Background: an optimization exercise with open tools, aiming at small area and few clock cycles per item. Do not read the settings as production practice.
RTL that was checked went through simulation tests only; none was proved equivalent to the original.
The RTL of run 6 was laid out without a check of its function.

## flow/design.v (module list and top-level ports; edited modules follow where they fit)
// module srgbxy_lin_rom: 1164 lines
// module srgbxy_dcsa: 26 lines
// module srgbxy_sel: 10 lines
// module srgbxy_pg7: 9 lines
// module srgbxy_selr: 48 lines
// module srgbxy_sel0: 7 lines
// module srgbxy_selt: 27 lines
// module srgbxy_csa: 12 lines
// module srgbxy_hsa: 11 lines
// module srgbxy_fa: 10 lines
// module srgbxy_ha: 9 lines
// module srgbxy_han: 9 lines
// module srgbxy_fa1: 9 lines
// module srgbxy_fa1n: 9 lines
// module srgbxy_xor2: 3 lines
// module srgbxy_xnor2: 3 lines
// module srgbxy_or2: 3 lines
// module srgbxy_nor2: 3 lines
// module srgbxy_nand2: 3 lines
// module srgbxy_cpa_tx: 312 lines
// module srgbxy_cpa_ty: 312 lines
// module srgbxy_cpa_tt: 291 lines
// module srgbxy_mul3: 12 lines
// module srgbxy_sign41: 318 lines
// module srgbxy_qsum: 110 lines
// module srgb_to_xy_chromaticity: 1382 lines
module srgb_to_xy_chromaticity #(
  parameter int COMPONENT_BITS  = 8,
  parameter int COORD_FRAC_BITS = 16
) (
  input  logic                      clk,
  input  logic                      rst,
  input  logic                      in_valid,
  output logic                      in_ready,
  input  logic [COMPONENT_BITS-1:0] red,
  input  logic [COMPONENT_BITS-1:0] green,
  input  logic [COMPONENT_BITS-1:0] blue,
  output logic                      out_valid,
  input  logic                      out_ready,
  output logic [srgbxy_pkg::OUT_W-1:0] chroma_x,
  output logic [srgbxy_pkg::OUT_W-1:0] chroma_y,
  output logic                      black_input
);
  // ...
==> flow/run.sh <==
#!/bin/bash
# synth_recipe.tcl (not shown) runs the flow's synth.tcl, then flattens the netlist and writes it again
# the make line also repeats each setting of config.mk as NAME=value (left out here)
make -C /OpenROAD-flow-scripts/flow DESIGN_CONFIG=/design/flow/config.mk WORK_HOME=/design/flow/orfs CLKGATE_MAP_FILE= SYNTH_SCRIPT=/design/flow/synth_recipe.tcl finish
==> flow/config.mk <==
export PLATFORM = sky130hd
export DESIGN_NAME = srgb_to_xy_chromaticity
export DESIGN_NICKNAME = srgb_to_xy_chromaticity
export VERILOG_FILES = /design/flow/design.v
export SDC_FILE = /design/flow/constraint.sdc
export NUM_CORES = 8
export LEC_CHECK = 0
export CAP_MARGIN = 20
export CORE_MARGIN = 2
export CORE_UTILIZATION = 50
export CTS_BUF_LIST = sky130_fd_sc_hd__clkbuf_4 sky130_fd_sc_hd__clkbuf_8
export CTS_CLUSTER_DIAMETER = 60
export CTS_CLUSTER_SIZE = 16
export GPL_TIMING_DRIVEN = 0
export SETUP_SLACK_MARGIN = 0.1
export SLEW_MARGIN = 20
export SYNTH_HIERARCHICAL = 1
==> flow/constraint.sdc <==
create_clock -name core_clock -period 8.0 [get_ports {clk}]
set_input_delay 1.6000 -clock core_clock [delete_from_list [all_inputs] [get_ports {clk}]]
set_output_delay 1.6000 -clock core_clock [all_outputs]
set_load 0.01 [all_outputs]
==> impl_metrics.ini, run 1 <==
[grt]
grt_pass1_vias = 80440
grt_most_used_layer = met2

[min_path]
hold_class = register to register
cell_depth_of_the_worst_hold_path = 0
worst_hold_path.endpoint = g_md[2].pix[11]

[finish]
insertedDiodeCount = 11
commonest_non_fill_non_tap_cell_in_the_layout = sky130_fd_sc_hd__fa_1
final_cell_mix = sky130_fd_sc_hd__fa_1, sky130_fd_sc_hd__dfxtp_1, sky130_fd_sc_hd__xnor2_1
signal_buffers = 637
layout.non_clock_inverters = 505
layout.sequential_cells = 1123
multiInputGateArea_sq_um = 73740

[outcome]
status = complete, no violations

[floorplan]
die_width_microns = 454.5
io_pins = 63

[clock_network]
tritoncts = built

[synth]
yosys_warnings = 9
mappedNetlistArea_sq_um = 101500

[drt]
met1_length_microns = 156000

[setup_path]
timing_worst_setup_path_type = register to register
crit_cells = 32

[run]
drv_cap = 0
Testbench counts, summed over its fixed seeds: cycles 16,056, items 16,000.
==> module srgbxy_dcsa, before the edit <==
module srgbxy_dcsa #(
  parameter bit FIRST = 1'b0    
) (
  input  logic [40:0] a,
  input  logic [40:0] b,
  input  logic [37:0] tn,
  input  logic [3:0]  q,       
  output logic [40:0] s,
  output logic [40:0] c
);
  logic        qpos;
  logic [40:0] tn1, tn2, mag, op, co;
  assign qpos = q[3];
  assign tn1  = {3'b000, tn};
  assign tn2  = {2'b00, tn, 1'b0};
  assign mag  = ({41{q[0]}} & tn1) | ({41{q[1]}} & tn2);
  assign op   = mag ^ {41{qpos}};
  if (FIRST) begin : g_first
    srgbxy_csa #(.W(23)) u_csa (.a(a[22:0]), .b(b[22:0]), .c(op[22:0]), .s(s[22:0]), .co(co[22:0]));
    srgbxy_hsa #(.W(18)) u_hsa (.a(a[40:23]), .c(op[40:23]), .s(s[40:23]), .co(co[40:23]));
  end else begin : g_next
    srgbxy_csa #(.W(39)) u_csa (.a(a[40:2]), .b(b[40:2]), .c(op[40:2]), .s(s[40:2]), .co(co[40:2]));
    srgbxy_hsa #(.W(2)) u_hsa (.a(a[1:0]), .c(op[1:0]), .s(s[1:0]), .co(co[1:0]));
  end
  assign c = {co[39:0], qpos};
endmodule
==> run 2, diff against run 1 <==
--- a/flow/design.v
+++ b/flow/design.v
@@ -1181,40 +1181,50 @@
   assign _0529_ = _0147_ & ~(_0528_);
   assign _0530_ = _0529_ | _0525_;
   assign _0531_ = code[6] ? _0520_ : _0530_;
   assign lin[0] = _0066_ ? _0509_ : _0531_;
   assign _0533_ = _0350_ & ~(_0308_);
   assign lin[15] = code[7] & ~(_0533_);
 endmodule
 module srgbxy_dcsa #(
-  parameter bit FIRST = 1'b0    
+  parameter bit FIRST = 1'b0,   
+  parameter bit LAST  = 1'b0    
 ) (
-  input  logic [40:0] a,
-  input  logic [40:0] b,
-  input  logic [37:0] tn,
+  input  logic [39:0] a,
+  input  logic [39:0] b,
+  input  logic [36:0] tn,
   input  logic [3:0]  q,       
-  output logic [40:0] s,
-  output logic [40:0] c
+  output logic [39:0] s,
+  output logic [39:0] c
 );
   logic        qpos;
-  logic [40:0] tn1, tn2, mag, op, co;
+  logic [39:0] tn1, tn2, mag, op, co;
   assign qpos = q[3];
   assign tn1  = {3'b000, tn};
   assign tn2  = {2'b00, tn, 1'b0};
-  assign mag  = ({41{q[0]}} & tn1) | ({41{q[1]}} & tn2);
-  assign op   = mag ^ {41{qpos}};
+  assign mag  = ({40{q[0]}} & tn1) | ({40{q[1]}} & tn2);
+  assign op   = mag ^ {40{qpos}};
   if (FIRST) begin : g_first
-    srgbxy_csa #(.W(23)) u_csa (.a(a[22:0]), .b(b[22:0]), .c(op[22:0]), .s(s[22:0]), .co(co[22:0]));
-    srgbxy_hsa #(.W(18)) u_hsa (.a(a[40:23]), .c(op[40:23]), .s(s[40:23]), .co(co[40:23]));
-  end else begin : g_next
-    srgbxy_csa #(.W(39)) u_csa (.a(a[40:2]), .b(b[40:2]), .c(op[40:2]), .s(s[40:2]), .co(co[40:2]));
+    srgbxy_csa #(.W(22)) u_csa (.a(a[21:0]), .b(b[21:0]), .c(op[21:0]), .s(s[21:0]), .co(co[21:0]));
+    srgbxy_hsa #(.W(15)) u_hsa (.a(a[36:22]), .c(op[36:22]), .s(s[36:22]), .co(co[36:22]));
+    assign s[37]     = a[37] ^ op[37];
+    assign s[39:38]  = '0;
+    assign co[39:37] = '0;
+  end else if (!LAST) begin : g_mid
+    srgbxy_csa #(.W(35)) u_csa (.a(a[36:2]), .b(b[36:2]), .c(op[36:2]), .s(s[36:2]), .co(co[36:2]));
+    srgbxy_hsa #(.W(2)) u_hsa (.a(a[1:0]), .c(op[1:0]), .s(s[1:0]), .co(co[1:0]));
+    assign s[37]     = a[37] ^ b[37] ^ op[37];
+    assign s[39:38]  = '0;
+    assign co[39:37] = '0;
+  end else begin : g_last
+    srgbxy_csa #(.W(38)) u_csa (.a(a[39:2]), .b(b[39:2]), .c(op[39:2]), .s(s[39:2]), .co(co[39:2]));
     srgbxy_hsa #(.W(2)) u_hsa (.a(a[1:0]), .c(op[1:0]), .s(s[1:0]), .co(co[1:0]));
   end
-  assign c = {co[39:0], qpos};
+  assign c = {co[38:0], qpos};
 endmodule
 module srgbxy_sel (
   input  logic [6:0] a,
   input  logic [6:0] b,
   input  logic [2:0] i,
   output logic [3:0] q     
 );
   logic [6:0] g, p;
@@ -2318,22 +2328,22 @@
   logic [17:0] aa, bb;
   logic [18:0] cc;
   assign aa = {2'b00, l};
   assign bb = {1'b0, l, 1'b0};
   assign cc[0] = 1'b0;
   assign y = aa ^ bb ^ cc[17:0];
   assign cc[18:1] = (aa & bb) | (aa & cc[17:0]) | (bb & cc[17:0]);
 endmodule
-module srgbxy_sign41 (
-  input  logic [40:0] a,
-  input  logic [40:0] b,
+module srgbxy_sign40 (
+  input  logic [39:0] a,
+  input  logic [39:0] b,
   output logic y
 );
-  logic [40:0] aa, bb, g0, p0;
+  logic [39:0] aa, bb, g0, p0;
   assign aa = a;
   assign bb = b;
   assign g0 = aa & bb;
   assign p0 = aa ^ bb;
   logic g1_1, p1_1;
   assign g1_1 = g0[1] | (p0[1] & g0[0]);
   assign p1_1 = p0[1] & p0[0];
   logic g1_3, p1_3;
@@ -2556,19 +2566,16 @@
   assign g4_29 = g3_29 | (p3_29 & g3_23);
   assign p4_29 = p3_29 & p3_23;
   logic g4_30, p4_30;
   assign g4_30 = g3_30 | (p3_30 & g3_23);
   assign p4_30 = p3_30 & p3_23;
   logic g4_31, p4_31;
   assign g4_31 = g3_31 | (p3_31 & g3_23);
   assign p4_31 = p3_31 & p3_23;
-  logic g4_40, p4_40;
-  assign g4_40 = g0[40] | (p0[40] & g3_39);
-  assign p4_40 = p0[40] & p3_39;
   logic g5_16, p5_16;
   assign g5_16 = g0[16] | (p0[16] & g4_15);
   assign p5_16 = p0[16] & p4_15;
   logic g5_17, p5_17;
   assign g5_17 = g1_17 | (p1_17 & g4_15);
   assign p5_17 = p1_17 & p4_15;
   logic g5_18, p5_18;
   assign g5_18 = g2_18 | (p2_18 & g4_15);
@@ -2631,20 +2638,17 @@
   assign g6_37 = g3_37 | (p3_37 & g5_31);
   assign p6_37 = p3_37 & p5_31;
   logic g6_38, p6_38;
   assign g6_38 = g3_38 | (p3_38 & g5_31);
   assign p6_38 = p3_38 & p5_31;
   logic g6_39, p6_39;
   assign g6_39 = g3_39 | (p3_39 & g5_31);
   assign p6_39 = p3_39 & p5_31;
-  logic g6_40, p6_40;
-  assign g6_40 = g4_40 | (p4_40 & g5_31);
-  assign p6_40 = p4_40 & p5_31;
-  assign y = p0[40] ^ g6_39;
+  assign y = p0[39] ^ g6_38;
 endmodule
 module srgbxy_qsum (
   input  logic [15:0] p,
   input  logic [15:0] n,
   output logic [15:0] y
 );
   logic [15:0] aa, bb, g0, p0;
   assign aa = {p[15:14] + 2'd1, p[13:0]};
@@ -3961,45 +3965,45 @@
     if (ts1[37])      s1 = 2'd0;
     else if (ts1[36]) s1 = 2'd1;
     else if (ts1[35]) s1 = 2'd2;
     else              s1 = 2'd3;
   end
   assign tn1 = ts1 << s1;
   assign xn1 = {xs1[39], xs1} << s1;
   assign yn1 = {ys1[39], ys1} << s1;
-  logic [40:0] r2_x, r2_y;
-  logic [36:0] r2_t;
+  logic [39:0] r2_x, r2_y;
+  logic [35:0] r2_t;
   logic        r2_blk, r2_v, r2_head;
   logic [23:0] r2_pix;
   always_ff @(posedge clk) begin
-    r2_x    <= xn1;
-    r2_y    <= yn1;
-    r2_t    <= tn1[36:0];
+    r2_x    <= xn1[40:1];
+    r2_y    <= yn1[40:1];
+    r2_t    <= tn1[36:1];
     r2_blk  <= r1_blk;
     r2_pix  <= r1_pix;
     r2_head <= r1_head;
   end
   always_ff @(posedge clk) begin
     if (rst) r2_v <= 1'b0;
     else     r2_v <= r1_v;
   end
   localparam logic [7:0] REG_SEL = 8'b0101_0100;
   localparam logic [7:0] REG_CSA = 8'b0000_0000;
   for (genvar j = 0; j <= 8; j++) begin : g_pt
-    logic [40:0] sx, cx, sy, cy;    
-    logic [36:0] tn;                
+    logic [39:0] sx, cx, sy, cy;    
+    logic [35:0] tn;                
     logic [23:0] dx, dy;            
     logic        blk, v, head;
     logic [23:0] pix;
   end
   for (genvar j = 0; j < 8; j++) begin : g_md
-    logic [40:0] ax, bx, ay, by;    
+    logic [39:0] ax, bx, ay, by;    
     logic [3:0]  qx, qy;            
-    logic [36:0] tn;
+    logic [35:0] tn;
     logic [23:0] dx, dy;            
     logic        blk, v, head;
     logic [23:0] pix;
   end
   assign g_pt[0].sx   = r2_x;
   assign g_pt[0].cx   = '0;
   assign g_pt[0].sy   = r2_y;
   assign g_pt[0].cy   = '0;
@@ -4007,37 +4011,37 @@
   assign g_pt[0].dx   = '0;
   assign g_pt[0].dy   = '0;
   assign g_pt[0].blk  = r2_blk;
   assign g_pt[0].v    = r2_v;
   assign g_pt[0].head = r2_head;
   assign g_pt[0].pix  = r2_pix;
   for (genvar j = 0; j < 8; j++) begin : g_step
     logic [1:0]  inj;
-    logic [37:0] tn, tnm;
-    logic [40:0] ax, bx, ay, by;
-    logic [40:0] sx, cx, sy, cy;
+    logic [36:0] tn, tnm;
+    logic [39:0] ax, bx, ay, by;
+    logic [39:0] sx, cx, sy, cy;
     logic [3:0]  qx, qy;
     logic [23:0] dx, dy;
     assign tn  = {1'b1, g_pt[j].tn};
     assign inj = tn[16-2*j -: 2];
     if (j == 0) begin : g_first
       assign ax = g_pt[0].sx;
-      assign bx = {18'd0, tn[37:17], inj};
+      assign bx = {18'd0, tn[36:17], inj};
       assign ay = g_pt[0].sy;
-      assign by = {18'd0, tn[37:17], inj};
-      srgbxy_sel0 u_sx (.a(ax[40:34]), .i(tn[36:34]), .q(qx));
-      srgbxy_sel0 u_sy (.a(ay[40:34]), .i(tn[36:34]), .q(qy));
+      assign by = {18'd0, tn[36:17], inj};
+      srgbxy_sel0 u_sx (.a(ax[39:33]), .i(tn[35:33]), .q(qx));
+      srgbxy_sel0 u_sy (.a(ay[39:33]), .i(tn[35:33]), .q(qy));
     end else begin : g_next
-      assign ax = {g_pt[j].sx[38:0], inj};
-      assign bx = {g_pt[j].cx[38:0], 2'b00};
-      assign ay = {g_pt[j].sy[38:0], inj};
-      assign by = {g_pt[j].cy[38:0], 2'b00};
-      srgbxy_sel u_sx (.a(ax[40:34]), .b(bx[40:34]), .i(tn[36:34]), .q(qx));
-      srgbxy_sel u_sy (.a(ay[40:34]), .b(by[40:34]), .i(tn[36:34]), .q(qy));
+      assign ax = {g_pt[j].sx[37:0], inj};
+      assign bx = {g_pt[j].cx[37:0], 2'b00};
+      assign ay = {g_pt[j].sy[37:0], inj};
+      assign by = {g_pt[j].cy[37:0], 2'b00};
+      srgbxy_sel u_sx (.a(ax[39:33]), .b(bx[39:33]), .i(tn[35:33]), .q(qx));
+      srgbxy_sel u_sy (.a(ay[39:33]), .b(by[39:33]), .i(tn[35:33]), .q(qy));
     end
     always_comb begin
       dx = g_pt[j].dx;
       dy = g_pt[j].dy;
       dx[3*(7-j) +: 3] = qx[2:0];
       dy[3*(7-j) +: 3] = qy[2:0];
     end
     if (REG_SEL[j]) begin : g_rs
@@ -4070,19 +4074,19 @@
       assign g_md[j].dx   = dx;
       assign g_md[j].dy   = dy;
       assign g_md[j].blk  = g_pt[j].blk;
       assign g_md[j].v    = g_pt[j].v;
       assign g_md[j].head = g_pt[j].head;
       assign g_md[j].pix  = g_pt[j].pix;
     end
     assign tnm = {1'b1, g_md[j].tn};
-    srgbxy_dcsa #(.FIRST(j == 0)) u_x (.a(g_md[j].ax), .b(g_md[j].bx), .tn(tnm), .q(g_md[j].qx),
+    srgbxy_dcsa #(.FIRST(j == 0), .LAST(j == 7)) u_x (.a(g_md[j].ax), .b(g_md[j].bx), .tn(tnm), .q(g_md[j].qx),
                                        .s(sx), .c(cx));
-    srgbxy_dcsa #(.FIRST(j == 0)) u_y (.a(g_md[j].ay), .b(g_md[j].by), .tn(tnm), .q(g_md[j].qy),
+    srgbxy_dcsa #(.FIRST(j == 0), .LAST(j == 7)) u_y (.a(g_md[j].ay), .b(g_md[j].by), .tn(tnm), .q(g_md[j].qy),
                                        .s(sy), .c(cy));
     if (REG_CSA[j]) begin : g_rc
       always_ff @(posedge clk) begin
         g_pt[j+1].sx   <= sx;
         g_pt[j+1].cx   <= cx;
         g_pt[j+1].sy   <= sy;
         g_pt[j+1].cy   <= cy;
         g_pt[j+1].tn   <= g_md[j].tn;
@@ -4107,18 +4111,18 @@
       assign g_pt[j+1].blk  = g_md[j].blk;
       assign g_pt[j+1].v    = g_md[j].v;
       assign g_pt[j+1].head = g_md[j].head;
       assign g_pt[j+1].pix  = g_md[j].pix;
     end
   end
   logic        negx, negy;
   logic [15:0] px, nx_, py, ny_, qx, qy;
-  srgbxy_sign41 u_sgn_x (.a(g_pt[8].sx), .b(g_pt[8].cx), .y(negx));
-  srgbxy_sign41 u_sgn_y (.a(g_pt[8].sy), .b(g_pt[8].cy), .y(negy));
+  srgbxy_sign40 u_sgn_x (.a(g_pt[8].sx), .b(g_pt[8].cx), .y(negx));
+  srgbxy_sign40 u_sgn_y (.a(g_pt[8].sy), .b(g_pt[8].cy), .y(negy));
   always_comb begin
     for (int k = 0; k < 8; k++) begin
       px[2*k +: 2]  = g_pt[8].dx[3*k+2] ? 2'b00 : g_pt[8].dx[3*k +: 2];
       nx_[2*k +: 2] = g_pt[8].dx[3*k+2] ? g_pt[8].dx[3*k +: 2] : 2'b00;
       py[2*k +: 2]  = g_pt[8].dy[3*k+2] ? 2'b00 : g_pt[8].dy[3*k +: 2];
       ny_[2*k +: 2] = g_pt[8].dy[3*k+2] ? g_pt[8].dy[3*k +: 2] : 2'b00;
     end
   end
==> flow/config.mk (replaced) <==
export PLATFORM = sky130hd
export DESIGN_NAME = srgb_to_xy_chromaticity
export DESIGN_NICKNAME = srgb_to_xy_chromaticity
export VERILOG_FILES = /design/flow/design.v
export SDC_FILE = /design/flow/constraint.sdc
export NUM_CORES = 8
export LEC_CHECK = 0
export CAP_MARGIN = 20
export CORE_MARGIN = 2
export CORE_UTILIZATION = 50
export CTS_BUF_LIST = sky130_fd_sc_hd__clkbuf_8 sky130_fd_sc_hd__clkbuf_16
export CTS_CLUSTER_DIAMETER = 70
export CTS_CLUSTER_SIZE = 30
export GPL_TIMING_DRIVEN = 0
export SETUP_SLACK_MARGIN = 0.1
export SLEW_MARGIN = 20
export SYNTH_HIERARCHICAL = 1
==> run 2 against run 1 <==
Utilization rose by 0.59 points; via count fell by 1.1%; maximum frequency rose by 1.1%; wire length fell by 0.76%; flip-flop and latch count fell by 18; design area rose by 1.0%; first-iteration DRC count rose by 2.8%; synthesized area fell by 0.30%; clock skew rose by 0.0085 ns; die area fell by 0.30%; sequential share of layout area fell by 0.51 points; critical endpoint is now r2_y[33]; largest cell class unchanged.
==> impl_metrics.ini, run 2 <==
[timing]
fin_ws_ns = 0.2887
finalClockSkew_ns = 0.08834
maximum_clock_frequency_ghz = 0.1297
final.hold.worst_slack_ns = 0.3055
fin_crit_sh_pct = 96.39
final.min_clock_period_ns = 7.711
final_setup_viols = 0
worstMarginPinSlew_ns = 1.269
rsz0062_at_grt = true
slew_viol_final = 0
timing.final.hold_violations = 0
timing.slew.headroom_pct = 15.06

[setup_path]
timing.critical_path.required_ns = 8.64
worst_setup_end_kind = register
timing_worst_setup_path_type = register to register
start_kind = register
cp.arrival_ns = 8.35
worstPathMaxFanout = 10

[floorplan]
total_die_area_sq_um = 206000
floorplan.rows = 165
core_sq_um = 201700
die_width_microns = 453.8
fp.dieH_microns = 453.8
io_pins = 63
initial_utilization_pct = 50.16

[clock_network]
clock_slew_seen_by_the_registers_of_the_worst_setup_and_hold_paths_ns = 0.10
clock_sinks = 1105
worstSkewPairLatency_ns = 0.81
clock_path_buffers = 3
tritoncts = built
cts_root_buf = sky130_fd_sc_hd__clkbuf_16
cts_inserted_buffers = 85
h-tree-depth = 3

[drt]
wl_met3_microns = 33620
drc = 0
drt_iter0_markers = 7930
final_antenna_net_count = 0
dr.max_layer_used = met5
drt_first_pass_iters = 6
route.detailed.vias_per_inst = 6.290
met1_length_microns = 156900
drt_wl_total_microns = 383600
route.vias.total = 77840
met2RoutedLength_microns = 172300
wl_per_cell_microns = 31.00

[synth]
yosys_warnings = 9
mappedNetlistArea_sq_um = 101200
netlist_instances = 9389
synthesis.area_per_instance_sq_um = 10.78

[grt]
pin_count_of_the_biggest_net_entering_global_routing = 42
grt_pass1_wl_microns = 552800
grt_pass1_vias = 79740
grt-ovfl-total = 0
antenna_found_initial = 10
overall_fraction_of_global_route_tracks_in_use_pct = 36.67

[finish]
commonest_non_fill_non_tap_cell_in_the_layout = sky130_fd_sc_hd__fa_1
area.growth.synth_to_final_pct = 8.970
final_core_util_pct = 54.66
final_cell_mix = sky130_fd_sc_hd__fa_1, sky130_fd_sc_hd__dfxtp_1, sky130_fd_sc_hd__xnor2_1
layout-drive-gt1-share_pct = 16.80
layout.nets = 11430

[place]
place_congestion = 1.033
dp_slack_ns = -1.792
detailed_place_hpwl_microns = 296000
placement.io_buffers = 60

[min_path]
hold_class = register to register

[run]
drv_cap = 0

[outcome]
status = complete, no violations
==> run 2: what timing repair did <==
action | 4_1_cts | 5_1_grt
setup buffers | 21 | 28
endpoints found under the setup margin | 129 | 110
gates cloned | 0 | 2
pin swaps | 12 | 29
hold buffers | 0 | 0
gates resized for setup | 148 | 95
==> run 2: layer usage <==
metal	up-vias	track usage [%]
met2	3737	57.40
li1	33490	-
met1	39730	48.30
met3	875	8.349
met4	8	16.87
met5	-	0
==> run 2: final timing paths <==
path              slack [ns]  cells past startpoint          to        from
hold reg to reg         0.31                      0  r1_pix[22]  r0_pix[22]
setup reg to reg        0.29                     22    r2_y[33]    r1_r[11]
setup / recovery        0.29                     22    r2_y[33]    r1_r[11]
hold / removal          0.31                      0  r1_pix[22]  r0_pix[22]
==> run 2: through the flow <==
| stage | setup TNS (ns) | area [sq um] | cells |
|---|---|---|---|
| after global routing | 0 | 110200 | 12370 |
| after floorplan | 0 | 101300 | 9427 |
| after detailed placement | -118.41 | 105500 | 12170 |
| after global placement | -139.81 | 105300 | 12160 |
| after CTS | 0 | 109700 | 12340 |
| final | 0 | 110200 | 12380 |
==> run 2: cell type report <==
type | instances | area, sq um
fill | 17540 | 91450
clock inverter | 72 | 1449
clock buffer | 87 | 2166
sequential | 1105 | 22710
multi-input combinational | 7287 | 73200
inverter | 509 | 1913
timing repair buffer | 117 | 1170
buffer | 524 | 4298
antenna | 2 | 5.005
tap | 2672 | 3343
==> run 2: worst max-delay path: stages, from the launching register on <==
cell                        delay (ns)
sky130_fd_sc_hd__dfxtp_2          0.72
sky130_fd_sc_hd__fa_1             0.55
sky130_fd_sc_hd__fa_1             0.52
sky130_fd_sc_hd__fa_1             0.54
sky130_fd_sc_hd__inv_1            0.05
sky130_fd_sc_hd__fa_1             0.47
sky130_fd_sc_hd__fa_1             0.49
sky130_fd_sc_hd__ha_1             0.39
sky130_fd_sc_hd__nand2_1          0.10
sky130_fd_sc_hd__nor2_1           0.21
sky130_fd_sc_hd__o2111ai_2        0.31
sky130_fd_sc_hd__a211oi_4         0.47
sky130_fd_sc_hd__o211ai_2         0.15
sky130_fd_sc_hd__a32oi_2          0.44
sky130_fd_sc_hd__a21oi_2          0.14
sky130_fd_sc_hd__xnor2_2          0.31
sky130_fd_sc_hd__clkbuf_2         0.26
sky130_fd_sc_hd__nor2b_2          0.11
sky130_fd_sc_hd__nor2_4           0.21
sky130_fd_sc_hd__buf_4            0.25
sky130_fd_sc_hd__clkbuf_4         0.28
sky130_fd_sc_hd__buf_6            0.23
sky130_fd_sc_hd__mux2i_4          0.34
Testbench counts of run 2, summed over its fixed seeds: cycles 16,056, items 16,000.
==> run 3, diff against run 2 <==
--- a/flow/config.mk
+++ b/flow/config.mk
@@ -10,5 +10,5 @@
 export CORE_UTILIZATION = 50
-export CTS_BUF_LIST = sky130_fd_sc_hd__clkbuf_8 sky130_fd_sc_hd__clkbuf_16
+export CTS_BUF_LIST = sky130_fd_sc_hd__clkbuf_4 sky130_fd_sc_hd__clkbuf_8
 export CTS_CLUSTER_DIAMETER = 70
-export CTS_CLUSTER_SIZE = 30
+export CTS_CLUSTER_SIZE = 14
 export GPL_TIMING_DRIVEN = 0
==> run 3 against run 2 <==
Still clean on timing, DRC and antenna; via count increased by 0.34%; first-iteration DRC count decreased by 1.1%; register-to-register slack got worse by 0.04 ns; flip-flop and latch count unchanged; clock skew increased by 0.021 ns; synthesized area unchanged; sequential share of layout area increased by 0.32 points; clock-buffer cell count increased by 28; synthesized cell count unchanged; wire length about the same; utilization decreased by 0.83 points.
==> impl_metrics.ini, run 3 <==
[finish]
layout-drive-gt1-share_pct = 16.72
final_cell_mix = sky130_fd_sc_hd__fa_1, sky130_fd_sc_hd__dfxtp_1, sky130_fd_sc_hd__xnor2_1
multiInputGateArea_sq_um = 73200
final_core_util_pct = 53.83
layout.nets = 11450
fillers = 17800
area.growth.synth_to_final_pct = 7.311
seq_area_sq_um = 22710
commonest_non_fill_non_tap_cell_in_the_layout = sky130_fd_sc_hd__fa_1
instances_no_fill = 12370

[synth]
netlist_instances = 9389
yosys_warnings = 9
synthesis.area_per_instance_sq_um = 10.78
mappedNetlistArea_sq_um = 101200

[clock_network]
cts_inserted_buffers = 102
clock_sinks = 1105
tritoncts = built
clock_slew_seen_by_the_registers_of_the_worst_setup_and_hold_paths_ns = 0.10
clock_path_buffers = 3
ctsHoldBuffers = 0
cts_root_buf = sky130_fd_sc_hd__clkbuf_8
h-tree-depth = 3
worstSkewPairLatency_ns = 0.98

[setup_path]
crit-reg2reg-capture = g_md[2].qy[0]
worst_setup_end_kind = register
crit_path_top_delay_cell = sky130_fd_sc_hd__fa_2
timing.reg2reg.setup_slack_ns = 0.25
cp.arrival_ns = 8.52
setup.worst_path.start = r2_t[33]
cp_slowest_stage_delay_ns = 0.50
timing.critical_path.required_ns = 8.77
start_kind = register
critical_path.most_common_cell = sky130_fd_sc_hd__ha_4
worstPathMaxFanout = 21
rr_worst_depth = 31
timing_worst_setup_path_type = register to register
worstReg2RegStart = r2_t[33]

[place]
place_congestion = 1.033
place_inst = 12170
detailed_place_hpwl_microns = 296000
placement.io_buffers = 60

[timing]
totalNegativeSetupSlack_ns = 0
final.min_clock_period_ns = 7.751
timing.final.hold_violations = 0
rsz0062_at_grt = true
fin_crit_sh_pct = 96.89
finalClockSkew_ns = 0.1089
final_setup_viols = 0
maximum_clock_frequency_ghz = 0.1290
slew_viol_final = 0
timing.slew.headroom_pct = 22.07
worstMarginPinSlew_ns = 1.165

[run]
drv_cap = 0

[grt]
grt_pass1_vias = 79880
pin_count_of_the_biggest_net_entering_global_routing = 42
grt_pass1_wl_microns = 552700
grt-ovfl-total = 0
overall_fraction_of_global_route_tracks_in_use_pct = 36.66
antenna_found_initial = 17

[floorplan]
core_sq_um = 201700
io_pins = 63
floorplan.rows = 165
initial_utilization_pct = 50.16
total_die_area_sq_um = 206000
fp.dieH_microns = 453.8
die_width_microns = 453.8

[drt]
route.detailed.vias_per_inst = 6.314
wl_per_cell_microns = 30.98
final_antenna_net_count = 0
drt_wl_total_microns = 383200
route.vias.total = 78100
drt_iter0_markers = 7843
drc = 0
drt_first_pass_iters = 6

[min_path]
hold_class = register to register
worst_hold_startpoint = r0_pix[22]
worst_hold_path.endpoint = r1_pix[22]
cell_depth_of_the_worst_hold_path = 0

[outcome]
status = complete, no violations
## run 3: worst max-delay path by stage
| stage | slack (ns) | endpoint | cells after the start |
|---|---|---|---|
| 6_report | 0.25 | g_md[2].qy[0] | 31 |
| 5_1_grt | -0.005 | g_md[2].qx[0] | 31 |
| 4_1_cts | 0.10 | g_md[2].qy[0] | 32 |
| 3_5_place_dp | -1.79 | r2_y[32] | 22 |
| 3_3_place_gp | -2.06 | g_md[2].qx[0] | 30 |
| 2_1_floorplan | 0.15 | g_md[2].qx[0] | 30 |
## run 3: final cells by class
type | instances | share of cell area (%)
inverter | 509 | 1.762
multi-input combinational | 7287 | 67.43
antenna | 5 | 0.01152
timing repair buffer | 119 | 1.059
buffer | 523 | 3.955
tap | 2672 | 3.079
clock inverter | 35 | 0.3780
sequential | 1105 | 20.92
clock buffer | 115 | 1.412
## run 3: worst max-delay path, delay by kind of cell (launching register included)
family	cells	cell delay, ns
xor gates and xnor gates	2	0.32
and+or+nand+nor	4	1.01
DFF	1	0.42
AOI/OAI and AO/OA	13	2.77
buffers and inverters	6	1.05
adders and majority gates	6	1.93
## run 3: through the flow
step	hold slack [ns]	setup slack [ns]	instance area, sq um
2_1_floorplan	0.3096	0.1509	101300
3_3_place_gp	0.3097	-2.064	105300
3_5_place_dp	0.3121	-1.792	105500
4_1_cts	0.2879	0.1021	108000
5_1_grt	0.2898	-0.004690	108600
6_report	0.2727	0.2490	108600
## run 3: per-layer routing
layer	vias up	global-route usage, %	part of all wire (%)
met5	-	0	0.027
met4	14	18.05	5.7
met3	963	8.512	9.1
met2	3810	56.87	44
met1	39790	48.15	41
li1	33520	-	-
## run 3: timing repair
action | CTS | global route
hold endpoints to repair | 0 | 0
cloned | 0 | 1
pin swaps | 16 | 30
endpoints found under the setup margin | 129 | 118
setup buffers | 25 | 27
gates resized for setup | 151 | 88
==> run 4, diff against run 3 <==
--- a/flow/config.mk
+++ b/flow/config.mk
@@ -11,4 +11,4 @@
 export CTS_BUF_LIST = sky130_fd_sc_hd__clkbuf_4 sky130_fd_sc_hd__clkbuf_8
-export CTS_CLUSTER_DIAMETER = 70
-export CTS_CLUSTER_SIZE = 14
+export CTS_CLUSTER_DIAMETER = 50
+export CTS_CLUSTER_SIZE = 18
 export GPL_TIMING_DRIVEN = 0
==> run 4 against run 3 <==
Global-route usage hardly changed; cell count is 0.64% higher; clock skew is 0.053 ns higher; worst setup slack better by 0.028 ns; largest cell class unchanged.
==> impl_metrics.ini, run 4 <==
[outcome]
status = complete, no violations

[grt]
grt_pass1_wl_microns = 552600
grt_pass1_vias = 79960
overall_fraction_of_global_route_tracks_in_use_pct = 36.64
antenna_found_initial = 15
grt-ovfl-total = 0
pin_count_of_the_biggest_net_entering_global_routing = 42

[min_path]
hold_class = register to register

[timing]
timing.slew.headroom_pct = 22.20
fin_ws_ns = 0.2767
rsz0062_at_grt = true
final_setup_viols = 0
finalClockSkew_ns = 0.1623
timing.final.hold_violations = 0
slew_viol_final = 0
worstMarginPinSlew_ns = 1.163
final.min_clock_period_ns = 7.723
fin_crit_sh_pct = 96.54
maximum_clock_frequency_ghz = 0.1295

[setup_path]
cp_slowest_stage_delay_ns = 0.73
worstPathMaxFanout = 10
critical_path.most_common_cell = sky130_fd_sc_hd__fa_1
start_kind = register
timing.critical_path.cells = inv_1 > fa_1 > fa_1 > fa_1 > fa_1 > fa_1 > ha_1 > nand2_1 > nor2_1 > o2111ai_2 > a211oi_4 > o211ai_2 > a32oi_2 > a21oi_2 > xnor2_2 > clkbuf_2 > nor2b_2 > nor2_4 > buf_4 > clkbuf_4 > buf_6 > mux2i_4
cp.arrival_ns = 8.59
timing_worst_setup_path_type = register to register
worst_setup_end_kind = register
crit_path_top_delay_cell = sky130_fd_sc_hd__dfxtp_1
timing.critical_path.required_ns = 8.87

[clock_network]
clock_sinks = 1105
clock_slew_seen_by_the_registers_of_the_worst_setup_and_hold_paths_ns = 0.11
cts_inserted_buffers = 121
h-tree-depth = 3
cts_root_buf = sky130_fd_sc_hd__clkbuf_8
worstSkewPairLatency_ns = 1.03
clock_path_buffers = 3
tritoncts = built

[finish]
layout.nets = 11470
area.growth.synth_to_final_pct = 8.733
commonest_non_fill_non_tap_cell_in_the_layout = sky130_fd_sc_hd__fa_1
layout-drive-gt1-share_pct = 17.57
final_cell_mix = sky130_fd_sc_hd__fa_1, sky130_fd_sc_hd__dfxtp_1, sky130_fd_sc_hd__xnor2_1

[synth]
yosys_warnings = 9
mappedNetlistArea_sq_um = 101200
netlist_instances = 9389
synthesis.area_per_instance_sq_um = 10.78

[drt]
wl_per_cell_microns = 30.81
route.detailed.vias_per_inst = 6.270
route.vias.total = 78060
drt_iter0_markers = 7622
final_antenna_net_count = 0
drt_wl_total_microns = 383600
drc = 0
drt_first_pass_iters = 6

[floorplan]
floorplan.rows = 165
fp.dieH_microns = 453.8
initial_utilization_pct = 50.16
core_sq_um = 201700
total_die_area_sq_um = 206000
die_width_microns = 453.8
io_pins = 63

[place]
dp_slack_ns = -1.792
place_congestion = 1.033
placement.io_buffers = 60
detailed_place_hpwl_microns = 296000

[run]
drv_cap = 0
## run 4: layer usage
| metal | part of all wire, % | GRT usage [%] | up-vias |
|---|---|---|---|
| met4 | 5.6 | 17.76 | 12 |
| met3 | 8.8 | 8.876 | 965 |
| met1 | 41 | 47.96 | 39780 |
| li1 | - | - | 33610 |
| met2 | 45 | 56.87 | 3685 |
| met5 | 0.019 | 0 | - |
## run 4: final cells by class
class	count	area [sq um]
Sequential cell	1105	22710
Inverter	509	1913
Antenna cell	3	7.507
Multi-Input combinational cell	7287	73280
Fill cell	17650	91690
Tap cell	2672	3343
Clock buffer	131	1784
Timing Repair Buffer	124	1246
Clock inverter	95	1424
Buffer	523	4304
## run 4: timing repair
item	CTS	global route
hold buffers	0	0
gates resized for setup	155	106
setup buffers	27	28
pin swaps	17	42
endpoints found under the setup margin	130	113
gates cloned	0	3
## run 4: worst paths after layout
kind                    start         endpoint  slack [ns]  cells past startpoint
hold / removal     r2_pix[22]  g_md[2].pix[22]        0.28                      0
setup / recovery  r1_m3_b[15]         r2_y[30]        0.28                     22
hold reg to reg    r2_pix[22]  g_md[2].pix[22]        0.28                      0
setup reg to reg  r1_m3_b[15]         r2_y[30]        0.28                     22
## run 4: metrics by stage
stage | util [%] | instance area (sq um) | hold WS [ns] | setup TNS [ns] | std cells
2_1_floorplan | - | 101300 | 0.3096 | 0 | 9427
3_3_place_gp | 52.19 | 105300 | 0.3097 | -139.81 | 12160
3_5_place_dp | 52.28 | 105500 | 0.3121 | -118.41 | 12170
4_1_cts | 54.21 | 109300 | 0.2730 | 0 | 12420
5_1_grt | 54.54 | 110000 | 0.2947 | 0 | 12450
6_report | 54.54 | 110000 | 0.2768 | 0 | 12450
## run 4: worst max-delay path: cells and delay by family (launching register included)
kind | cells | cell delay, ns
xor+xnor | 1 | 0.32
fa+ha+maj | 6 | 2.90
simple gates | 4 | 0.62
buf+inv | 5 | 1.16
flops | 1 | 0.73
mux | 1 | 0.33
compound gates | 5 | 1.48
==> run 5, diff against run 4 <==
--- a/flow/config.mk
+++ b/flow/config.mk
@@ -11,4 +11,4 @@
 export CTS_BUF_LIST = sky130_fd_sc_hd__clkbuf_4 sky130_fd_sc_hd__clkbuf_8
-export CTS_CLUSTER_DIAMETER = 50
-export CTS_CLUSTER_SIZE = 18
+export CTS_CLUSTER_DIAMETER = 60
+export CTS_CLUSTER_SIZE = 16
 export GPL_TIMING_DRIVEN = 0
==> run 5 against run 4 <==
Still clean on timing, DRC and antenna; die area stayed put; design area decreased by 0.93%; sequential share of layout area up 0.19 points; cell count decreased by 0.47%; hold slack worse by 0.0098 ns; global-route usage is essentially flat; clock skew down 0.060 ns; first-iteration DRC count increased by 4.2%; highest routed layer unchanged.
==> impl_metrics.ini, run 5 <==
[setup_path]
timing_worst_setup_path_type = register to register
cp.arrival_ns = 8.67
crit-reg2reg-capture = r2_y[30]
worstReg2RegStart = r1_m3_b[9]
worst_setup_end_kind = register
critPathTopFamily = adder cells
rr_worst_depth = 22
timing.critical_path.cells = fa_1 > fa_1 > fa_1 > fa_1 > fa_1 > ha_1 > bufbuf_16 > nand4_1 > nor2_1 > nand2_1 > a211oi_4 > o211ai_2 > a32oi_2 > a21oi_2 > xnor2_2 > clkbuf_2 > nor2b_2 > nor2_4 > buf_4 > clkbuf_4 > buf_6 > mux2i_2
critical_path.most_common_cell = sky130_fd_sc_hd__fa_1
crit_path_top_delay_cell = sky130_fd_sc_hd__dfxtp_1
setup.worst_path.start = r1_m3_b[9]
worstPathMaxFanout = 10
timing.reg2reg.setup_slack_ns = 0.15
start_kind = register
cp_slowest_stage_delay_ns = 0.75
path_buf_inv = 5
timing.critical_path.required_ns = 8.82

[timing]
maximum_clock_frequency_ghz = 0.1274
fin_ws_ns = 0.1493
final.min_clock_period_ns = 7.851
finalClockSkew_ns = 0.1026
fin_crit_sh_pct = 98.13
timing.final.hold_violations = 0
worstMarginPinSlew_ns = 1.240
slew_viol_final = 0
timing.slew.headroom_pct = 17.05
rsz0062_at_grt = true
final_setup_viols = 0

[clock_network]
clock_sinks = 1105
worstSkewPairLatency_ns = 0.95
clock_slew_seen_by_the_registers_of_the_worst_setup_and_hold_paths_ns = 0.10
clock_path_buffers = 3
h-tree-depth = 3
tritoncts = built
cts_inserted_buffers = 106
cts_root_buf = sky130_fd_sc_hd__clkbuf_8
ctsHoldBuffers = 0

[drt]
drt_first_pass_iters = 6
final_antenna_net_count = 0
drt_wl_total_microns = 383400
route.detailed.vias_per_inst = 6.299
drt_iter0_markers = 7940
drc = 0
route.vias.total = 78040
wl_per_cell_microns = 30.94

[floorplan]
io_pins = 63
floorplan.rows = 165
initial_utilization_pct = 50.16
die_width_microns = 453.8
total_die_area_sq_um = 206000
fp.dieH_microns = 453.8
core_sq_um = 201700

[min_path]
hold_class = register to register
cell_depth_of_the_worst_hold_path = 0
worst_hold_path.endpoint = g_md[2].pix[22]
worst_hold_startpoint = r2_pix[22]

[place]
placement.io_buffers = 60
dp_slack_ns = -1.792
place_inst = 12170
detailed_place_hpwl_microns = 296000
place_congestion = 1.033

[synth]
yosys_warnings = 9
netlist_instances = 9389
mappedNetlistArea_sq_um = 101200
synthesis.area_per_instance_sq_um = 10.78

[run]
drv_cap = 0

[grt]
grt-ovfl-total = 0
antenna_found_initial = 16
overall_fraction_of_global_route_tracks_in_use_pct = 36.67
grt_pass1_vias = 79870
grt_pass1_wl_microns = 552900
pin_count_of_the_biggest_net_entering_global_routing = 42

[finish]
seq_area_sq_um = 22700
layout-drive-gt1-share_pct = 16.95
final_core_util_pct = 54.03
fillers = 17750
instances_no_fill = 12390
layout.nets = 11440
commonest_non_fill_non_tap_cell_in_the_layout = sky130_fd_sc_hd__fa_1
multiInputGateArea_sq_um = 73200
final_cell_mix = sky130_fd_sc_hd__fa_1, sky130_fd_sc_hd__dfxtp_1, sky130_fd_sc_hd__xnor2_1
area.growth.synth_to_final_pct = 7.719

[outcome]
status = complete, no violations
-- run 5: metrics by stage --
stage / setup TNS [ns] / hold WS, ns / area, sq um
6_report: 0 / 0.2670 / 109000
5_1_grt: -0.1015 / 0.2983 / 109000
4_1_cts: 0 / 0.2692 / 108500
3_5_place_dp: -118.41 / 0.3121 / 105500
3_3_place_gp: -139.81 / 0.3097 / 105300
2_1_floorplan: 0 / 0.3096 / 101300
-- run 5: worst register-to-register path, stage by stage, from the launching register on --
cell	delay, ns
sky130_fd_sc_hd__dfxtp_1	0.75
sky130_fd_sc_hd__fa_1	0.57
sky130_fd_sc_hd__fa_1	0.53
sky130_fd_sc_hd__fa_1	0.55
sky130_fd_sc_hd__fa_1	0.56
sky130_fd_sc_hd__fa_1	0.44
sky130_fd_sc_hd__ha_1	0.30
sky130_fd_sc_hd__bufbuf_16	0.25
sky130_fd_sc_hd__nand4_1	0.12
sky130_fd_sc_hd__nor2_1	0.33
sky130_fd_sc_hd__nand2_1	0.17
sky130_fd_sc_hd__a211oi_4	0.33
sky130_fd_sc_hd__o211ai_2	0.15
sky130_fd_sc_hd__a32oi_2	0.48
sky130_fd_sc_hd__a21oi_2	0.14
sky130_fd_sc_hd__xnor2_2	0.35
sky130_fd_sc_hd__clkbuf_2	0.27
sky130_fd_sc_hd__nor2b_2	0.11
sky130_fd_sc_hd__nor2_4	0.21
sky130_fd_sc_hd__buf_4	0.26
sky130_fd_sc_hd__clkbuf_4	0.28
sky130_fd_sc_hd__buf_6	0.23
sky130_fd_sc_hd__mux2i_2	0.37
-- run 5: cell type report --
class | instances | share of cell area [%]
Clock buffer | 119 | 1.474
Buffer | 523 | 3.939
Tap cell | 2672 | 3.068
Sequential cell | 1105 | 20.83
Timing Repair Buffer | 110 | 0.9931
Antenna cell | 3 | 0.006889
Inverter | 509 | 1.753
Clock inverter | 62 | 0.7658
Multi-Input combinational cell | 7287 | 67.17
-- run 5: worst max-delay path by stage --
| stage | endpoint | slack, ns | depth (start not counted) |
|---|---|---|---|
| after CTS | r2_y[32] | 0.10 | 22 |
| after global placement | g_md[2].qx[0] | -2.06 | 30 |
| after global routing | g_md[2].qx[0] | -0.1 | 31 |
| after floorplan | g_md[2].qx[0] | 0.15 | 30 |
| after detailed placement | r2_y[32] | -1.79 | 22 |
| final | r2_y[30] | 0.15 | 22 |
-- run 5: routing by layer --
metal	global-route usage, %	routed length, microns	vias up
met2	57.02	170600	3713
li1	-	-	33530
met3	8.566	33490	975
met5	0	140	-
met4	17.52	21550	14
met1	48.22	157600	39810
-- run 5: timing repair --
item	4_1_cts	5_1_grt
cloned	0	1
pin swaps	13	29
buffers inserted	23	20
gates resized for setup	147	93
setup endpoints to repair	129	110
==> run 6, diff against run 5 <==
--- a/flow/design.v
+++ b/flow/design.v
@@ -1199,3 +1199,3 @@
   logic        qpos;
-  logic [39:0] tn1, tn2, mag, op, co;
+  logic [39:0] tn1, tn2, op, co;
   assign qpos = q[3];
@@ -1203,4 +1203,5 @@
   assign tn2  = {2'b00, tn, 1'b0};
-  assign mag  = ({40{q[0]}} & tn1) | ({40{q[1]}} & tn2);
-  assign op   = mag ^ {40{qpos}};
+  for (genvar k = 0; k < 40; k++) begin : g_op
+    srgbxy_opbit u_op (.t1(tn1[k]), .t2(tn2[k]), .m1(q[0]), .m2(q[1]), .pos(qpos), .op(op[k]));
+  end
   if (FIRST) begin : g_first
@@ -1324,2 +1325,12 @@
 endmodule
+module srgbxy_opbit (
+  input  logic t1,
+  input  logic t2,
+  input  logic m1,
+  input  logic m2,
+  input  logic pos,
+  output logic op
+);
+  assign op = ((m1 & t1) | (m2 & t2)) ^ pos;
+endmodule
 module srgbxy_csa #(
==> run 6 against run 5 <==
Still clean on timing, DRC and antenna; flip-flop and latch count stayed put; design area is 0.43% higher; maximum frequency rose by 1.4%; critical path depth increased by 1; worst setup slack gained 0.11 ns; critical path type unchanged; critical endpoint is now r2_y[20].
==> impl_metrics.ini, run 6 <==
[outcome]
status = complete, no violations

[timing]
timing.final.hold_violations = 0
final_setup_viols = 0
fin_ws_ns = 0.2577
maximum_clock_frequency_ghz = 0.1292
worstMarginPinSlew_ns = 1.318
totalNegativeSetupSlack_ns = 0
rsz0062_at_grt = false
timing.slew.headroom_pct = 11.98
fin_crit_sh_pct = 96.78
final.hold.worst_slack_ns = 0.2913
final.min_clock_period_ns = 7.742
finalClockSkew_ns = 0.08843
slew_viol_final = 0

[clock_network]
h-tree-depth = 3
clock_slew_seen_by_the_registers_of_the_worst_setup_and_hold_paths_ns = 0.10
tritoncts = built
clock_path_buffers = 3
cts_root_buf = sky130_fd_sc_hd__clkbuf_8
worstSkewPairLatency_ns = 0.96
clock_sinks = 1105
cts_inserted_buffers = 105
ctsHoldBuffers = 0

[finish]
seq_area_sq_um = 22780
final_cell_area_sq_um = 109500
area.growth.synth_to_final_pct = 9.521
commonest_non_fill_non_tap_cell_in_the_layout = sky130_fd_sc_hd__fa_1
layout.nets = 11440
layout-drive-gt1-share_pct = 17.43
final_core_util_pct = 54.93
fillers = 17320
instances_no_fill = 12400
multiInputGateArea_sq_um = 74530
final_cell_mix = sky130_fd_sc_hd__fa_1, sky130_fd_sc_hd__dfxtp_1, sky130_fd_sc_hd__xnor2_1

[run]
drv_cap = 0

[setup_path]
crit_cells = 23
cp.arrival_ns = 8.53
rr_worst_depth = 23
timing.critical_path.required_ns = 8.79
cp_slowest_stage_delay_ns = 0.61
timing_worst_setup_path_type = register to register
path_buf_inv = 6
worst_setup_end_kind = register
setup.worst_path.start = r1_b[13]
worstReg2RegStart = r1_b[13]
critical_path.most_common_cell = sky130_fd_sc_hd__fa_1
critPathTopFamily = adder cells
start_kind = register
timing.critical_path.cells = fa_1 > fa_1 > fa_1 > fa_1 > fa_1 > ha_1 > bufbuf_16 > nand4_1 > nor2_1 > nand2_1 > a211oi_4 > buf_12 > o211ai_2 > a32oi_2 > and4_4 > nor3_2 > clkbuf_1 > nor2_2 > buf_8 > buf_6 > buf_2 > mux2i_1 > mux2i_1
worstPathMaxFanout = 12
crit_path_top_delay_cell = sky130_fd_sc_hd__dfxtp_4

[floorplan]
initial_utilization_pct = 50.16
total_die_area_sq_um = 203500
core_sq_um = 199200
fp.dieH_microns = 451.1
floorplan.rows = 164
die_width_microns = 451.1
io_pins = 63

[place]
postPlaceCellArea_sq_um = 105700
placement.io_buffers = 60
place_congestion = 1.053
dp_slack_ns = -1.269
detailed_place_hpwl_microns = 277900
place_inst = 12110

[grt]
grt-ovfl-total = 0
antenna_found_initial = 26
grt_pass1_vias = 81680
grt_pass1_wl_microns = 548100
pin_count_of_the_biggest_net_entering_global_routing = 42
overall_fraction_of_global_route_tracks_in_use_pct = 36.14

[drt]
drt_iter0_markers = 7684
route.detailed.vias_per_inst = 6.354
route.vias.total = 78810
drc = 0
final_antenna_net_count = 0
wl_per_cell_microns = 30.03
drt_first_pass_iters = 7
drt_wl_total_microns = 372400

[synth]
yosys_warnings = 9
netlist_instances = 9285
mappedNetlistArea_sq_um = 99940
synthesis.area_per_instance_sq_um = 10.76

[min_path]
cell_depth_of_the_worst_hold_path = 0
worst_hold_startpoint = g_md[4].dx[14]
hold_class = register to register
## run 6: final cells by class
cell class | instances | share of cell area (%)
Multi-Input combinational cell | 7391 | 68.09
Inverter | 509 | 1.746
Tap cell | 2656 | 3.036
Clock buffer | 116 | 1.436
Timing Repair Buffer | 182 | 2.261
Buffer | 349 | 1.818
Sequential cell | 1105 | 20.82
Antenna cell | 26 | 0.05944
Clock inverter | 68 | 0.7396
## run 6: per-layer routing
layer | global-route usage, % | vias to the layer above | wire [microns]
li1 | - | 33630 | -
met1 | 46.40 | 40050 | 149200
met2 | 57.23 | 3994 | 167700
met3 | 7.364 | 1128 | 31800
met4 | 19.64 | 4 | 23660
met5 | 0 | - | 31
## run 6: repair_timing
action / 4_1_cts / 5_1_grt
endpoints found under the hold margin: 0 / 0
gates cloned: 10 / 0
setup buffers: 35 / 37
resized for setup: 99 / 106
setup endpoints to repair: 129 / 123
pin swaps: 15 / 18
## run 6: final timing paths
path | slack, ns | endpoint
max | 0.26 | r2_y[20]
min | 0.29 | g_md[6].dx[14]
max reg2reg | 0.26 | r2_y[20]
min reg2reg | 0.29 | g_md[6].dx[14]
## run 6: worst register-to-register path, cell delays in order, from the launching register on
cell and delay, ns:
sky130_fd_sc_hd__dfxtp_4 0.61, sky130_fd_sc_hd__fa_1 0.53, sky130_fd_sc_hd__fa_1 0.53, sky130_fd_sc_hd__fa_1 0.52, sky130_fd_sc_hd__fa_1 0.54, sky130_fd_sc_hd__fa_1 0.50
sky130_fd_sc_hd__ha_1 0.30, sky130_fd_sc_hd__bufbuf_16 0.25, sky130_fd_sc_hd__nand4_1 0.12, sky130_fd_sc_hd__nor2_1 0.41, sky130_fd_sc_hd__nand2_1 0.21, sky130_fd_sc_hd__a211oi_4 0.25
sky130_fd_sc_hd__buf_12 0.17, sky130_fd_sc_hd__o211ai_2 0.11, sky130_fd_sc_hd__a32oi_2 0.32, sky130_fd_sc_hd__and4_4 0.27, sky130_fd_sc_hd__nor3_2 0.04, sky130_fd_sc_hd__clkbuf_1 0.21
sky130_fd_sc_hd__nor2_2 0.17, sky130_fd_sc_hd__buf_8 0.20, sky130_fd_sc_hd__buf_6 0.34, sky130_fd_sc_hd__buf_2 0.40, sky130_fd_sc_hd__mux2i_1 0.42, sky130_fd_sc_hd__mux2i_1 0.21

static timing again, ports no longer ideal:
No port has a modelled driver above. Below, the same layouts with a new extraction and two added sets of constraints.
Step 1, drivers: a clkbuf_16 drives clk and a buf_2 each remaining input, both assumed.
Step 2, shift: input delay + t, output delay - t, t = (earliest + latest rising clock arrival at the registers) / 2. This alone moves slack from input paths to output paths.
a / b / c = ideal / step 1 / step 2; a / b = the first two.
run	t (ns)	setup WS [ns]	worst hold slack (ns)	worst setup path after step 2	pins driven straight from the clock port
run 1	1.022	0.207 / 0.207 / -0.339	0.310 / 0.310 / 0.310	input to register	1
run 2	0.858	0.289 / 0.289 / 0.065	0.305 / 0.305 / 0.305	input to register	1
run 3	1.017	0.249 / 0.249 / 0.017	0.273 / 0.273 / 0.273	input to register	1
run 4	1.048	0.277 / 0.277 / 0.015	0.277 / 0.277 / 0.277	input to register	1
run 5	1.009	0.149 / 0.149 / -0.068	0.267 / 0.267 / 0.267	input to register	1
run 6	1.018	0.258 / 0.258 / -0.361	0.291 / 0.291 / 0.291	input to register	1
Met with ideal ports but missed after step 2: setup timing in run 1, run 5 and run 6. The setup slack of run 6, which loses most, moves by 0.000 ns with the drivers and by -0.619 ns with both steps.
